Context: an optimization exercise on an open-source flow, tuned for small area. The choices shown serve that exercise and are no tape-out recipe.
Function was checked by simulation only, so behaviour that the tests miss may differ from the original.

## JK
==> module tlp_splitter, before the edit <==
module tlp_splitter (
    input  wire                       pcie_user_clk,
    input  wire                       pcie_user_rst_n,
    input  wire  [20:0]               dma_size_i,
    input  wire  [31:0]               dma_ha_i,
    input  wire                       plan_load,      
    input  wire                       plan_advance,   
    input  wire                       plan_loaded,    
    output logic                      plan_more,      
    output logic [7:0]                payload_dw_o,
    output logic [31:0]               host_addr_o
);
    logic [13:0] full_tlps;
    logic [4:0]  rem_dw;        
    logic [13:0] tlps_left;     
    logic        rem_pending;   
    logic [5:0]  payload;       
    logic        more_full;     
    assign full_tlps = dma_size_i[20:7];
    assign rem_dw    = dma_size_i[6:2];   
    assign more_full = (tlps_left[13:1] != '0);
    assign plan_more = plan_loaded ? (more_full || rem_pending)
                                   : (dma_size_i[20:2] != '0);
    assign payload_dw_o = {2'b00, payload & {6{plan_loaded}}};
    always_ff @(posedge pcie_user_clk)
        tlps_left <= plan_load ? full_tlps : tlps_left - 14'(plan_advance && more_full);
    logic next_full;
    assign next_full = plan_load ? (full_tlps != '0) : more_full;
    always_ff @(posedge pcie_user_clk) begin
        if (plan_load || plan_advance)
            payload <= next_full ? 6'(32) : {1'b0, rem_dw};
    end
    always_ff @(posedge pcie_user_clk) begin
        if (plan_load)
            rem_pending <= (full_tlps != '0) && (rem_dw != '0);
        else if (plan_advance && !more_full)
            rem_pending <= 1'b0;
    end
    logic [31:0] addr_nxt;
    assign addr_nxt = plan_load ? dma_ha_i
                                : {host_addr_o[31:7] + 25'(plan_advance), host_addr_o[6:0]};
    always_ff @(posedge pcie_user_clk)
        host_addr_o <= pcie_user_rst_n ? addr_nxt : '0;
endmodule
==> module sample_fifo, before the edit <==
module sample_fifo (
    input  wire                     pcie_user_clk,
    input  wire                     pcie_user_rst_n,
    input  wire                     flush_i,
    input  wire                     wr_en_i,
    input  wire  [63:0]             data_i,
    input  wire                     rd_en_i,
    output logic [63:0]             data_o,
    output logic                    prog_empty_o,
    output logic                    prog_full_o
);
    localparam int N = 48;   
    logic [63:0] mem [1:N];
    logic [5:0]  count;      
    logic        do_wr;
    logic        do_rd;
    logic [N:1]  sel;        
    logic [63:0] head;
    assign do_wr = wr_en_i && !flush_i;
    assign do_rd = rd_en_i && (count != '0) && !flush_i;
    always_ff @(posedge pcie_user_clk) begin
        if (wr_en_i) begin
            mem[1] <= data_i;
            for (int j = 2; j <= N; j++)
                mem[j] <= mem[j-1];
        end
    end
    always_ff @(posedge pcie_user_clk) begin
        if (!pcie_user_rst_n || flush_i)
            count <= '0;
        else
            count <= count + 6'(do_wr) - 6'(do_rd);
    end
    assign prog_empty_o = (count < 6'(16));
    assign prog_full_o  = count[5] & count[4];   
    always_comb begin
        for (int j = 1; j <= N; j++)
            sel[j] = (count == 6'(j));
    end
    logic [63:0] t1 [0:15];
    always_comb begin
        for (int g = 0; g < 16; g++)
            t1[g] = (mem[3*g+1] & {64{sel[3*g+1]}}) | (mem[3*g+2] & {64{sel[3*g+2]}})
                  | (mem[3*g+3] & {64{sel[3*g+3]}});
    end
    assign head = ((t1[0] | t1[1]) | (t1[2] | t1[3])) | ((t1[4] | t1[5]) | (t1[6] | t1[7]))
                | ((t1[8] | t1[9]) | (t1[10] | t1[11])) | ((t1[12] | t1[13]) | (t1[14] | t1[15]));
    for (genvar i = 0; i < 8; i++) begin : g_swap
        assign data_o[i*8 +: 8] = head[(i ^ 3)*8 +: 8];
    end
endmodule
==> flow/config.mk <==
export PLATFORM = sky130hd
export DESIGN_NAME = pci_dma_engine
export DESIGN_NICKNAME = pci_dma_engine
export VERILOG_FILES = /design/flow/design.v
export SDC_FILE = /design/flow/constraint.sdc
export NUM_CORES = 4
export LEC_CHECK = 0
export CAP_MARGIN = 20
export CORE_MARGIN = 2
export CORE_UTILIZATION = 70
export SLEW_MARGIN = 20
==> flow/constraint.sdc <==
create_clock -name core_clock -period 10.0 [get_ports {pcie_user_clk}]
set_input_delay 2.0000 -clock core_clock [delete_from_list [all_inputs] [get_ports {pcie_user_clk}]]
set_output_delay 2.0000 -clock core_clock [all_outputs]
set_load 0.01 [all_outputs]
standard.sh (not shown) runs the stock make flow with config.mk's settings and CLKGATE_MAP_FILE= SYNTH_SCRIPT=/design/flow/synth_recipe.tcl, a recipe that flattens the netlist after the stock synthesis.
==> flow/flow/run.sh <==
#!/bin/bash
# Layout flow: the standard flow (standard.sh) with
#  - the standard synthesis, its ABC mapping run with an area script (flow/synth.tcl),
#  - clock tree synthesis without dummy loads,
#  - port buffers of the smallest buffer cell.
set -euo pipefail
W=$PWD
F=$W/flow
bash standard.sh SYNTH_SCRIPT=$F/synth.tcl synth > $W/flow_synth.log 2>&1
bash standard.sh SYNTH_SCRIPT=$F/synth.tcl \
  "CTS_ARGS=-sink_clustering_enable -repair_clock_nets -dont_use_dummy_load -buf_list sky130_fd_sc_hd__clkbuf_8 -sink_clustering_size 18 -sink_clustering_max_diameter 55" \
  "BUFFER_PORTS_ARGS=-buffer_cell sky130_fd_sc_hd__buf_1" \
  finish > $W/flow_finish.log 2>&1
==> flow/flow/area.abc <==
&get -n
&st
&dch
&nf -R 1000 -p -C 32 -F 8 -A 8
&put
==> flow/flow/synth.tcl <==
# The standard synthesis (synth_recipe.tcl, unchanged), except that its one technology-mapping
# call to ABC uses an area-oriented script. Registers are mapped before this call, so they are
# the standard synthesis's.
set flow_dir [file dirname [file normalize [info script]]]
proc abc {args} {
  global flow_dir
  set i [lsearch -exact $args -script]
  if { $i >= 0 } {
    set args [lreplace $args [expr {$i + 1}] [expr {$i + 1}] $flow_dir/area.abc]
  }
  puts "abc (area script): $args"
  yosys abc {*}$args
}
source [file dirname $flow_dir]/synth_recipe.tcl
Here is what was changed in the inputs of MS compared with JK.
==> flow/design.v, changed modules only <==
module tlp_splitter (
    input  wire                       pcie_user_clk,
    input  wire                       pcie_user_rst_n,
    input  wire  [20:0]               dma_size_i,
    input  wire  [31:0]               dma_ha_i,
    input  wire                       plan_load,      
    input  wire                       plan_advance,   
    input  wire                       plan_loaded,    
    output logic                      plan_more,      
    output logic [7:0]                payload_dw_o,
    output logic [31:0]               host_addr_o
);
    logic [13:0] full_tlps;
    logic [4:0]  rem_dw;        
    logic [13:0] tlps_left;     
    logic        rem_pending;   
    logic [4:0]  rem_cur;       
    logic        cur_full;      
    logic        more_full;     
    assign full_tlps = dma_size_i[20:7];
    assign rem_dw    = dma_size_i[6:2];   
    assign cur_full  = (tlps_left != '0);
    assign more_full = (tlps_left[13:1] != '0);
    assign plan_more = plan_loaded ? (more_full || rem_pending)
                                   : (dma_size_i[20:2] != '0);
    assign payload_dw_o = !plan_loaded ? 8'd0
                        : cur_full     ? 8'(32)
                        :                {3'b000, rem_cur};
    always_ff @(posedge pcie_user_clk)
        tlps_left <= plan_load ? full_tlps : tlps_left - 14'(plan_advance);
    always_ff @(posedge pcie_user_clk) begin
        if (plan_load || plan_advance)
            rem_cur <= rem_dw;
    end
    always_ff @(posedge pcie_user_clk) begin
        if (plan_load)
            rem_pending <= (full_tlps != '0) && (rem_dw != '0);
        else if (plan_advance && !more_full)
            rem_pending <= 1'b0;
    end
    logic [31:0] addr_nxt;
    assign addr_nxt = plan_load ? dma_ha_i
                                : {host_addr_o[31:7] + 25'(plan_advance), host_addr_o[6:0]};
    always_ff @(posedge pcie_user_clk)
        host_addr_o <= pcie_user_rst_n ? addr_nxt : '0;
endmodule
module sample_fifo (
    input  wire                     pcie_user_clk,
    input  wire                     pcie_user_rst_n,
    input  wire                     flush_i,
    input  wire                     wr_en_i,
    input  wire  [63:0]             data_i,
    input  wire                     rd_en_i,
    output logic [63:0]             data_o,
    output logic                    prog_empty_o,
    output logic                    prog_full_o
);
    localparam int N = 48;   
    logic [63:0] mem [1:N];
    logic [5:0]  count;      
    logic        do_wr;
    logic        do_rd;
    logic [N:1]  sel;        
    logic [63:0] head;
    assign do_wr = wr_en_i && !flush_i;
    assign do_rd = rd_en_i && (count != '0) && !flush_i;
    always_ff @(posedge pcie_user_clk) begin
        if (wr_en_i) begin
            mem[1] <= data_i;
            for (int j = 2; j <= N; j++)
                mem[j] <= mem[j-1];
        end
    end
    always_ff @(posedge pcie_user_clk) begin
        if (!pcie_user_rst_n || flush_i)
            count <= '0;
        else
            count <= count + {{5{do_rd && !do_wr}}, do_rd ^ do_wr};   
    end
    assign prog_empty_o = (count < 6'(16));
    assign prog_full_o  = count[5] & count[4];   
    always_comb begin
        for (int j = 1; j <= N; j++)
            sel[j] = (count == 6'(j));
    end
    logic [63:0] t1 [0:15];
    always_comb begin
        for (int g = 0; g < 16; g++)
            t1[g] = (mem[3*g+1] & {64{sel[3*g+1]}}) | (mem[3*g+2] & {64{sel[3*g+2]}})
                  | (mem[3*g+3] & {64{sel[3*g+3]}});
    end
    assign head = ((t1[0] | t1[1]) | (t1[2] | t1[3])) | ((t1[4] | t1[5]) | (t1[6] | t1[7]))
                | ((t1[8] | t1[9]) | (t1[10] | t1[11])) | ((t1[12] | t1[13]) | (t1[14] | t1[15]));
    for (genvar i = 0; i < 8; i++) begin : g_swap
        assign data_o[i*8 +: 8] = head[(i ^ 3)*8 +: 8];
    end
endmodule
==> comparison <==
MS vs JK — growth of design area from synthesis to finish rose 0.58 points. Post-layout worst setup margin: MS better than JK. Compared with JK, MS shows a higher non-clock buffer count. Taking JK as the reference, in MS sequential portion of the cell area shows a reduction of 0.33 points, critical path depth shows no meaningful change.

==> separate check: timing with driven ports <==
Ports are ideal in the flow. The routed layouts listed here were re-timed in OpenROAD.
Step 1: set_driving_cell puts a clkbuf_16 on pcie_user_clk and a buf_2 on each other input, an assumption about the parent block.
Step 2 times the ports against the registers' clock, not the clock port: input delays grow and output delays shrink by t, the midpoint of the rising clock arrivals with the driver on.
Slacks: ideal ports / drivers / drivers and shift; pairs: ideal ports / drivers.
run	t (ns)	setup WS [ns]	worst setup path at the end	latest minus earliest clock arrival (ns)
JK	1.035	2.900 / 2.820 / 3.855	register to output	0.055 / 0.055
MS	1.018	3.134 / 3.053 / 4.071	register to output	0.079 / 0.078
After both steps setup and hold are still met in every run listed.
